This design comes from an exercise in tuning for small area, a short achievable clock period and few clock cycles per item on the open sky130 flow, not from production work.
Only simulation tests tie the RTL to the original design; equivalence was not proved.
Power figures rest on the tool's default switching activity, not on a simulated workload.

**flow/config.mk**
```make
export PLATFORM = sky130hd
export DESIGN_NAME = scancode_to_char_buffer
export DESIGN_NICKNAME = scancode_to_char_buffer
export VERILOG_FILES = /design/flow/design.v
export SDC_FILE = /design/flow/constraint.sdc
export NUM_CORES = 4
export LEC_CHECK = 0
export CAP_MARGIN = 20
export CORE_MARGIN = 2
export CORE_UTILIZATION = 40
export SLEW_MARGIN = 20
```
**flow/constraint.sdc**
```tcl
create_clock -name core_clock -period 4.5 [get_ports {aclk}]
set_input_delay 0.9000 -clock core_clock [delete_from_list [all_inputs] [get_ports {aclk}]]
set_output_delay 0.9000 -clock core_clock [all_outputs]
set_load 0.01 [all_outputs]
```
**flow/design.v**
```verilog
package scb_pkg;
    localparam int RING_DEPTH = 256;
    localparam int PTR_W      = $clog2(RING_DEPTH);
    localparam int KEY_COUNT  = 128;
    localparam int KEY_W      = $clog2(KEY_COUNT);
    localparam int CODE_W     = 8;
    localparam int KIDX_W     = 7;
    localparam int REQ_W      = 3;
    localparam int TABLE_LEN  = 84;
    localparam int S_TDATA_W  = 16;
    localparam int M_TDATA_W  = 16;
    localparam logic [6:0] CODE_LSHIFT = 7'h2A;
    localparam logic [6:0] CODE_RSHIFT = 7'h36;
    localparam logic [6:0] CODE_ALT    = 7'h38;
    localparam logic [REQ_W-1:0] REQ_SCAN  = 3'd0;
    localparam logic [REQ_W-1:0] REQ_READ  = 3'd1;
    localparam logic [REQ_W-1:0] REQ_ALT   = 3'd2;
    localparam logic [REQ_W-1:0] REQ_CLEAR = 3'd3;
    localparam logic [REQ_W-1:0] REQ_QUERY = 3'd4;
    localparam logic [2:0] ST_IDLE  = 3'b001;
    localparam logic [2:0] ST_EXEC  = 3'b010;
    localparam logic [2:0] ST_FETCH = 3'b100;
    localparam int RES_W          = 12;
    localparam int RES_CHAR_VALID = 8;
    localparam int RES_ALT_SEEN   = 9;
    localparam int RES_KEY_DOWN   = 10;
    localparam int RES_SNAPSHOT   = 11;
    function automatic logic [7:0] lower_char(input logic [6:0] key);
        case (key)
            7'h01: lower_char = 8'h1B;
            7'h02: lower_char = 8'h31;
            7'h03: lower_char = 8'h32;
            7'h04: lower_char = 8'h33;
            7'h05: lower_char = 8'h34;
            7'h06: lower_char = 8'h35;
            7'h07: lower_char = 8'h36;
            7'h08: lower_char = 8'h37;
            7'h09: lower_char = 8'h38;
            7'h0A: lower_char = 8'h39;
            7'h0B: lower_char = 8'h30;
            7'h0C: lower_char = 8'h2D;
            7'h0D: lower_char = 8'h3D;
            7'h0E: lower_char = 8'h08;
            7'h0F: lower_char = 8'h09;
            7'h10: lower_char = 8'h71;
            7'h11: lower_char = 8'h77;
            7'h12: lower_char = 8'h65;
            7'h13: lower_char = 8'h72;
            7'h14: lower_char = 8'h74;
            7'h15: lower_char = 8'h79;
            7'h16: lower_char = 8'h75;
            7'h17: lower_char = 8'h69;
            7'h18: lower_char = 8'h6F;
            7'h19: lower_char = 8'h70;
            7'h1A: lower_char = 8'h5B;
            7'h1B: lower_char = 8'h5D;
            7'h1C: lower_char = 8'h0A;
            7'h1E: lower_char = 8'h61;
            7'h1F: lower_char = 8'h73;
            7'h20: lower_char = 8'h64;
            7'h21: lower_char = 8'h66;
            7'h22: lower_char = 8'h67;
            7'h23: lower_char = 8'h68;
            7'h24: lower_char = 8'h6A;
            7'h25: lower_char = 8'h6B;
            7'h26: lower_char = 8'h6C;
            7'h27: lower_char = 8'h3B;
            7'h28: lower_char = 8'h27;
            7'h29: lower_char = 8'h60;
            7'h2B: lower_char = 8'h5C;
            7'h2C: lower_char = 8'h7A;
            7'h2D: lower_char = 8'h78;
            7'h2E: lower_char = 8'h63;
            7'h2F: lower_char = 8'h76;
            7'h30: lower_char = 8'h62;
            7'h31: lower_char = 8'h6E;
            7'h32: lower_char = 8'h6D;
            7'h33: lower_char = 8'h2C;
            7'h34: lower_char = 8'h2E;
            7'h35: lower_char = 8'h2F;
            7'h37: lower_char = 8'h2A;
            7'h39: lower_char = 8'h20;
            7'h48: lower_char = 8'h26;
            7'h4A: lower_char = 8'h2D;
            7'h4B: lower_char = 8'h25;
            7'h4D: lower_char = 8'h27;
            7'h4E: lower_char = 8'h2B;
            7'h50: lower_char = 8'h28;
            default: lower_char = 8'h00;
        endcase
    endfunction
    function automatic logic [7:0] upper_char(input logic [6:0] key);
        case (key)
            7'h01: upper_char = 8'h1B;
            7'h02: upper_char = 8'h21;
            7'h03: upper_char = 8'h40;
            7'h04: upper_char = 8'h23;
            7'h05: upper_char = 8'h24;
            7'h06: upper_char = 8'h25;
            7'h07: upper_char = 8'h5E;
            7'h08: upper_char = 8'h26;
            7'h09: upper_char = 8'h2A;
            7'h0A: upper_char = 8'h28;
            7'h0B: upper_char = 8'h29;
            7'h0C: upper_char = 8'h5F;
            7'h0D: upper_char = 8'h2B;
            7'h0E: upper_char = 8'h08;
            7'h0F: upper_char = 8'h09;
            7'h10: upper_char = 8'h51;
            7'h11: upper_char = 8'h57;
            7'h12: upper_char = 8'h45;
            7'h13: upper_char = 8'h52;
            7'h14: upper_char = 8'h54;
            7'h15: upper_char = 8'h59;
            7'h16: upper_char = 8'h55;
            7'h17: upper_char = 8'h49;
            7'h18: upper_char = 8'h4F;
            7'h19: upper_char = 8'h50;
            7'h1A: upper_char = 8'h7B;
            7'h1B: upper_char = 8'h7D;
            7'h1C: upper_char = 8'h0A;
            7'h1E: upper_char = 8'h41;
            7'h1F: upper_char = 8'h53;
            7'h20: upper_char = 8'h44;
            7'h21: upper_char = 8'h46;
            7'h22: upper_char = 8'h47;
            7'h23: upper_char = 8'h48;
            7'h24: upper_char = 8'h4A;
            7'h25: upper_char = 8'h4B;
            7'h26: upper_char = 8'h4C;
            7'h27: upper_char = 8'h3A;
            7'h28: upper_char = 8'h22;
            7'h29: upper_char = 8'h7E;
            7'h2B: upper_char = 8'h7C;
            7'h2C: upper_char = 8'h5A;
            7'h2D: upper_char = 8'h58;
            7'h2E: upper_char = 8'h43;
            7'h2F: upper_char = 8'h56;
            7'h30: upper_char = 8'h42;
            7'h31: upper_char = 8'h4E;
            7'h32: upper_char = 8'h4D;
            7'h33: upper_char = 8'h3C;
            7'h34: upper_char = 8'h3E;
            7'h35: upper_char = 8'h3F;
            7'h37: upper_char = 8'h2A;
            7'h39: upper_char = 8'h20;
            7'h4A: upper_char = 8'h2D;
            7'h4E: upper_char = 8'h2B;
            default: upper_char = 8'h00;
        endcase
    endfunction
    function automatic logic [7:0] char_lookup(input logic [6:0] key, input logic shift);
        char_lookup = shift ? upper_char(key) : lower_char(key);
    endfunction
    function automatic logic [PTR_W-1:0] ptr_next(input logic [PTR_W-1:0] p);
        if (p == PTR_W'(RING_DEPTH - 1)) begin
            ptr_next = '0;
        end else begin
            ptr_next = p + PTR_W'(1);
        end
    endfunction
endpackage
import scb_pkg::*;
module scb_ctrl (
    input  logic    aclk,
    input  logic    aresetn,
    input  logic    s_tvalid,
    output logic    s_tready,
    input  logic    m_tready,
    output logic    m_tvalid,
    input  logic    status_is_read,
    output logic    cmd_capture,
    output logic    cmd_commit_op,
    output logic    cmd_commit_read
);
    logic   [2:0] state_reg, state_next;
    logic   out_valid_reg, out_valid_next;
    logic   out_free;
    assign out_free = !out_valid_reg || m_tready;
    assign s_tready = (state_reg == ST_IDLE);
    assign m_tvalid = out_valid_reg;
    always_comb begin
        state_next = state_reg;
        cmd_capture     = 1'b0;
        cmd_commit_op   = 1'b0;
        cmd_commit_read = 1'b0;
        unique case (state_reg)
            ST_IDLE: begin
                if (s_tvalid) begin
                    cmd_capture = 1'b1;
                    state_next  = ST_EXEC;
                end
            end
            ST_EXEC: begin
                if (status_is_read) begin
                    state_next = ST_FETCH;
                end else if (out_free) begin
                    cmd_commit_op = 1'b1;
                    state_next    = ST_IDLE;
                end
            end
            ST_FETCH: begin
                if (out_free) begin
                    cmd_commit_read = 1'b1;
                    state_next      = ST_IDLE;
                end
            end
            default: state_next = ST_IDLE;
        endcase
    end
    always_comb begin
        if (cmd_commit_op || cmd_commit_read) begin
            out_valid_next = 1'b1;
        end else if (m_tready) begin
            out_valid_next = 1'b0;
        end else begin
            out_valid_next = out_valid_reg;
        end
    end
    always_ff @(posedge aclk) begin
        if (!aresetn) begin
            state_reg     <= ST_IDLE;
            out_valid_reg <= 1'b0;
        end else begin
            state_reg     <= state_next;
            out_valid_reg <= out_valid_next;
        end
    end
endmodule
import scb_pkg::*;
module scb_dp (
    input  logic                  aclk,
    input  logic                  aresetn,
    input  logic [REQ_W-1:0]      req_in,
    input  logic [CODE_W-1:0]     code_in,
    input  logic [KIDX_W-1:0]     kidx_in,
    input  logic                  cmd_capture,
    input  logic                  cmd_commit_op,
    input  logic                  cmd_commit_read,
    output logic                  status_is_read,
    output logic [M_TDATA_W-1:0]  result_data
);
    logic [REQ_W-1:0]  req_reg;
    logic [CODE_W-1:0] code_reg;
    logic [KIDX_W-1:0] kidx_reg;
    logic                 shift_reg, shift_next;
    logic                 alt_reg, alt_next;
    logic [PTR_W-1:0]     wptr_reg, wptr_next;
    logic [PTR_W-1:0]     rptr_reg, rptr_next;
    logic [KEY_COUNT-1:0] keymap_reg, keymap_next;
    logic [7:0] ring [0:RING_DEPTH-1];
    logic [7:0] rd_data_reg;
    logic       ring_we;
    logic [7:0] push_char;
    logic [RES_W-1:0] out_reg, out_next;
    logic [6:0]       key;
    logic             is_break;
    logic             shift_code;
    logic [PTR_W-1:0] wptr_inc;
    assign key        = code_reg[6:0];
    assign is_break   = code_reg[7];
    assign shift_code = (key == CODE_LSHIFT) || (key == CODE_RSHIFT);
    assign wptr_inc   = scb_pkg::ptr_next(wptr_reg);
    assign push_char  = scb_pkg::char_lookup(key, shift_reg);
    assign status_is_read = (req_reg == REQ_READ);
    assign result_data    = M_TDATA_W'(out_reg);
    always_comb begin
        shift_next  = shift_reg;
        alt_next    = alt_reg;
        wptr_next   = wptr_reg;
        rptr_next   = rptr_reg;
        keymap_next = keymap_reg;
        out_next    = out_reg;
        ring_we     = 1'b0;
        if (cmd_commit_op) begin
            out_next = '0;
            case (req_reg)
                REQ_SCAN: begin
                    keymap_next[KEY_W'(key)] = !is_break;
                    if (is_break) begin
                        if (shift_code) begin
                            shift_next = 1'b0;
                        end
                    end else if (shift_code) begin
                        shift_next = 1'b1;
                    end else if (key == CODE_ALT) begin
                        alt_next                = 1'b1;
                        out_next[RES_SNAPSHOT] = 1'b1;
                    end else begin
                        ring_we   = 1'b1;
                        wptr_next = wptr_inc;
                        if (wptr_inc == rptr_reg) begin
                            rptr_next = scb_pkg::ptr_next(rptr_reg);
                        end
                    end
                end
                REQ_ALT: begin
                    out_next[RES_ALT_SEEN] = alt_reg;
                    alt_next          = 1'b0;
                end
                REQ_CLEAR: begin
                    wptr_next = '0;
                    rptr_next = '0;
                end
                REQ_QUERY: begin
                    out_next[RES_KEY_DOWN] = keymap_reg[KEY_W'(kidx_reg)];
                end
                default: ;
            endcase
        end else if (cmd_commit_read) begin
            out_next = '0;
            if (rptr_reg != wptr_reg) begin
                out_next[7:0] = rd_data_reg;
                out_next[RES_CHAR_VALID] = 1'b1;
                rptr_next           = scb_pkg::ptr_next(rptr_reg);
            end
        end
    end
    always_ff @(posedge aclk) begin
        if (cmd_capture) begin
            req_reg  <= req_in;
            code_reg <= code_in;
            kidx_reg <= kidx_in;
        end
        out_reg <= out_next;
    end
    always_ff @(posedge aclk) begin
        if (ring_we) begin
            ring[wptr_reg] <= push_char;
        end
        rd_data_reg <= ring[rptr_reg];
    end
    always_ff @(posedge aclk) begin
        if (!aresetn) begin
            shift_reg  <= 1'b0;
            alt_reg    <= 1'b0;
            wptr_reg   <= '0;
            rptr_reg   <= '0;
            keymap_reg <= '0;
        end else begin
            shift_reg  <= shift_next;
            alt_reg    <= alt_next;
            wptr_reg   <= wptr_next;
            rptr_reg   <= rptr_next;
            keymap_reg <= keymap_next;
        end
    end
endmodule
import scb_pkg::*;
module scancode_to_char_buffer (
    input  logic                 aclk,
    input  logic                 aresetn,
    input  logic                 s_tvalid,
    output logic                 s_tready,
    input  logic [S_TDATA_W-1:0] s_tdata,
    input  logic [REQ_W-1:0]     s_tuser,
    output logic                 m_tvalid,
    input  logic                 m_tready,
    output logic [M_TDATA_W-1:0] m_tdata
);
    logic cmd_capture;
    logic cmd_commit_op;
    logic cmd_commit_read;
    logic status_is_read;
    scb_ctrl u_ctrl (
        .aclk     (aclk),
        .aresetn  (aresetn),
        .s_tvalid (s_tvalid),
        .s_tready (s_tready),
        .m_tready (m_tready),
        .m_tvalid (m_tvalid),
        .status_is_read  (status_is_read),
        .cmd_capture     (cmd_capture),
        .cmd_commit_op   (cmd_commit_op),
        .cmd_commit_read (cmd_commit_read)
    );
    scb_dp u_dp (
        .aclk        (aclk),
        .aresetn     (aresetn),
        .req_in      (s_tuser),
        .code_in     (s_tdata[CODE_W-1:0]),
        .kidx_in     (s_tdata[CODE_W +: KIDX_W]),
        .cmd_capture     (cmd_capture),
        .cmd_commit_op   (cmd_commit_op),
        .cmd_commit_read (cmd_commit_read),
        .status_is_read  (status_is_read),
        .result_data (m_tdata)
    );
endmodule
```
**flow/run.sh**
```bash
#!/bin/bash
# synth_recipe.tcl (not shown) runs the flow's synth.tcl, then flattens the netlist and writes it again
# the make line also repeats each setting of config.mk as NAME=value (left out here)
make -C /OpenROAD-flow-scripts/flow DESIGN_CONFIG=/design/flow/config.mk WORK_HOME=/design/flow/orfs CLKGATE_MAP_FILE= SYNTH_SCRIPT=/design/flow/synth_recipe.tcl finish
```
==> summary.txt <==
cell type report:
| type | count | area, sq um |
|---|---|---|
| fillers | 16800 | 106000 |
| flip-flops and latches | 1992 | 58000 |
| multi-input cells | 2153 | 20900 |
| clock buffers | 237 | 5340 |
| repair buffers | 523 | 4340 |
| well taps | 2656 | 3320 |
| clock inverters | 133 | 1470 |
| inverters | 28 | 110 |
| diodes | 1 | 2.50 |
through the flow:
| step | hold slack, ps | utilization, % | instances | area [sq um] |
|---|---|---|---|---|
| floorplan | 420 | - | 4495 | 80400 |
| global placement | 429 | 43.4 | 7351 | 86700 |
| detailed placement | 431 | 43.4 | 7351 | 86700 |
| CTS | 447 | 46.8 | 7721 | 93500 |
| global route | 465 | 46.8 | 7722 | 93500 |
| finish | 444 | 46.8 | 7723 | 93500 |
worst max path at each step:
| stage | startpoint | end | slack, ps | depth (start not counted) |
|---|---|---|---|---|
| after floorplan | s_tvalid | flop | 1200 | 11 |
| after global placement | u_dp.rptr_reg[0] | u_dp.rd_data_reg[4] | 400 | 9 |
| after detailed placement | m_tready | u_dp.ring[135][0] | 410 | 10 |
| after CTS | u_dp.rptr_reg[0] | u_dp.rd_data_reg[4] | 420 | 9 |
| after global routing | u_dp.rptr_reg[1] | u_dp.rd_data_reg[4] | 290 | 9 |
| final | u_dp.rptr_reg[1] | u_dp.rd_data_reg[4] | 420 | 9 |
power by group through the flow:
stage / Combinational (mW) / Sequential (mW) / Clock (mW)
2_1_floorplan: 0.855 / 21.4 / 0
3_3_place_gp: 1.65 / 21.3 / 0
4_1_cts: 1.72 / 20.9 / 17.3
6_report: 1.72 / 21.0 / 17.0
5_1_grt: 1.86 / 20.9 / 18.0
3_5_place_dp: 1.72 / 21.3 / 0
logic make-up after synthesis:
| group | count (synthesis) | synth area share, % |
|---|---|---|
| other cells | 1 | 0.00466 |
| flops | 1992 | 72.2 |
| mux | 708 | 15.7 |
| compound gates | 568 | 4.85 |
| xor+xnor | 18 | 0.196 |
| simple gates | 837 | 4.69 |
| buf+inv | 350 | 2.10 |
| fa+ha+maj | 17 | 0.265 |
per-layer routing:
layer	track usage, %	vias to the layer above	part of all wire [%]	routed length [um]
met2	31.4	1666	48	96900
met3	3.01	302	6.9	13900
met4	5.93	0	2.8	5630
met5	0	-	0	0
met1	27.5	22900	42	84500
li1	-	19000	-	-
worst reg2reg max path: cells and delay by family, from the launching register on:
family                 cells  cell delay, ps
buffers and inverters      2             490
AOI/OAI and AO/OA          6            2520
muxes                      1             100
DFF                        1             920
cell usage in the layout, fill, tap and decap left out, types with 34 or more instances in the layout:
master	n
a211oi_1	52
a21oi_1	109
a221oi_1	37
a31oi_1	34
buf_4	463
clkbuf_16	207
clkdlybuf4s50_1	34
clkinv_1	41
clkinv_2	42
dfxtp_1	174
edfxtp_1	1813
mux2i_1	233
mux4_2	441
nand2_1	149
nand3_1	56
nor2_1	393
nor3_1	74
o21ai_0	105
o221ai_1	46
o22ai_1	38
==> results.yml <==
final_layout:
  syn2layout_area_growth_pct: 16.3
  drive_gt1_share_pct: 26.1
  final_net_count: 4937
  largest_register_ffs: 1792
logic_synthesis:
  synth_warnings: 2
  ys_seq_elements: 1992
  yosysTopAreaCell: "edfxtp_1"
  syn_inst: 4491
  synth_cell_type_count: 77
  synth-async-reset-ratio_pct: 0
  postSynthAreaPerCell_sq_um: 17.9
  yosys-top-cells-area: "edfxtp_1 68%, mux4_2 12%, dfxtp_1 4.5%"
  yosysMostFrequentCell: "edfxtp_1"
  post-synth-top-area-fraction_pct: 67.7
  syn_area_sq_um: 80400
  synth_enable_flop_cells: 1813
  ys_seq_area_share_pct: 72.2
  synth_top_cells_by_count: "1813 x edfxtp_1, 441 x mux4_2, 395 x nor2_1, 235 x mux2i_1, 179 x dfxtp_1"
  ys.flop_type: "edfxtp_1"
timing:
  setup_ws_ps: 420
  report.final.setup_viol: 0
  max_freq_mhz: 245
  tns_ps: 0
  max_slew_margin_pct: 20.8
  grt_setup_unrepaired: "false"
  slew_violations: 0
  finalCritPeriodShare_pct: 90.7
  worst_pin_slew_ps: 1190
  period_minus_slack_ps: 4080
  fin_skew_ps: 89.0
  hold_viol: 0
global_routing:
  grt_antenna_before_repair: 3
  grt_pass1_vias: 44000
  grt_max_degree: 154
  grt-ovfl-total: 0
  grt_pass1_wl_um: 297000
  grt_usage_pct: 19.5
critical_path:
  cpLargestDelayFamily: "compound AO/OA/AOI/OAI gates"
  cp_num_buf_inv: 2
  r2r-end: "u_dp.rd_data_reg[4]"
  rr_worst_depth: 9
  critPathLaunchType: "flop"
  r2r_start: "u_dp.rptr_reg[1]"
  end_kind: "flop"
  path_common_cell: "buf_4"
  path_class: "reg2reg"
  cp_max_fo: 35
  critPathMaxStageDelay_ps: 950
  reg2reg_slack_ps: 420
  crit_required_ps: 5310
  crit_slowest_cell: "a2111oi_0"
  crit_chain: "buf_4 -> mux2i_1 -> a221oi_1 -> o21ai_0 -> a32o_1 -> a2111oi_0 -> a311oi_1 -> a211oi_1 -> buf_4"
  cp.arrival_ps: 4890
detailed_routing:
  wl_per_cell_um: 26.0
  firstDrtPassIters: 6
  wl_um: 201000
  drtIter0Drc: 4690
  via_per_inst: 5.68
  via_count: 43900
  drc: 0
  antenna_left: 0
die:
  floorplan.rows: 164
  die_w_um: 452
  initial_core_util_pct: 40.2
  die-height_um: 452
  ios: 41
  dieArea_sq_um: 205000
  fp.coreArea_sq_um: 200000
power_and_ir_drop:
  pwr-share-comb_pct: 4.3
  vdd_ir_drop_max_mv: 0.384
  switching_share_pct: 22.0
  seqPwrFrac_pct: 52.9
  p_per_area_nw_per_um2: 424
  intPower_mw: 30.9
  power_mw: 39.6
  clockPowerShare_pct: 42.8
  leakagePower_nw: 29.4
  net-switching-power_mw: 8.74
clocking:
  cts_tree: "yes"
  cts_setup_buffers: 0
  clkSinkCount: 1992
  cts.repair.resized: 0
  insertion_delay_ps: 880
  cts_made_buffers: 199
  cts_hold_buf: 0
  clk_path_buf_depth: 3
  clk_pin_slew_ps: 60
  root_buffer: "clkbuf_16"
  cts_max_level: 4
flow_run:
  cap_viol_max_count: 0
placement:
  dp_worst_setup_slack_ps: 409
  gp_congestion: 0.861
  io_buffer_count: 34
  hpwlAfterDp_um: 123000
run_status:
  status: "complete, no violations"
hold_path:
  hold_end: "u_dp.out_reg[3]"
  whs_path_depth: 1
  hold_path.startpoint: "u_dp.rd_data_reg[3]"
  hold_class: "reg2reg"
Testbench counts, summed over its fixed seeds: cycles 37,500, items 16,000.

## static timing again, ports no longer ideal
No port has a modelled driver above. Below, the same layout with a new extraction and two added sets of constraints. Step 1: set_driving_cell puts a clkbuf_16 on aclk and a buf_2 on each other input, an assumption about the parent block. Step 2 adds t to the input delays and takes it off the output delays; t is the mean of the earliest and latest rising clock arrival at the registers after step 1. Input paths then give back, and output paths get back, about the clock's delay inside the block. Slacks: no drivers / after step 1 / after step 2; pairs: no drivers / after step 1.
t (ns): 0.922
slack for setup (ns): 0.420 / 0.420 / 0.374
worst hold slack (ns): 0.444 / 0.444 / 0.444
worst slew at a driven data input, ns: 0.11
After both steps setup and hold are still met in this run. The setup slack of this run moves by 0.000 ns with the drivers and by -0.046 ns with both steps.
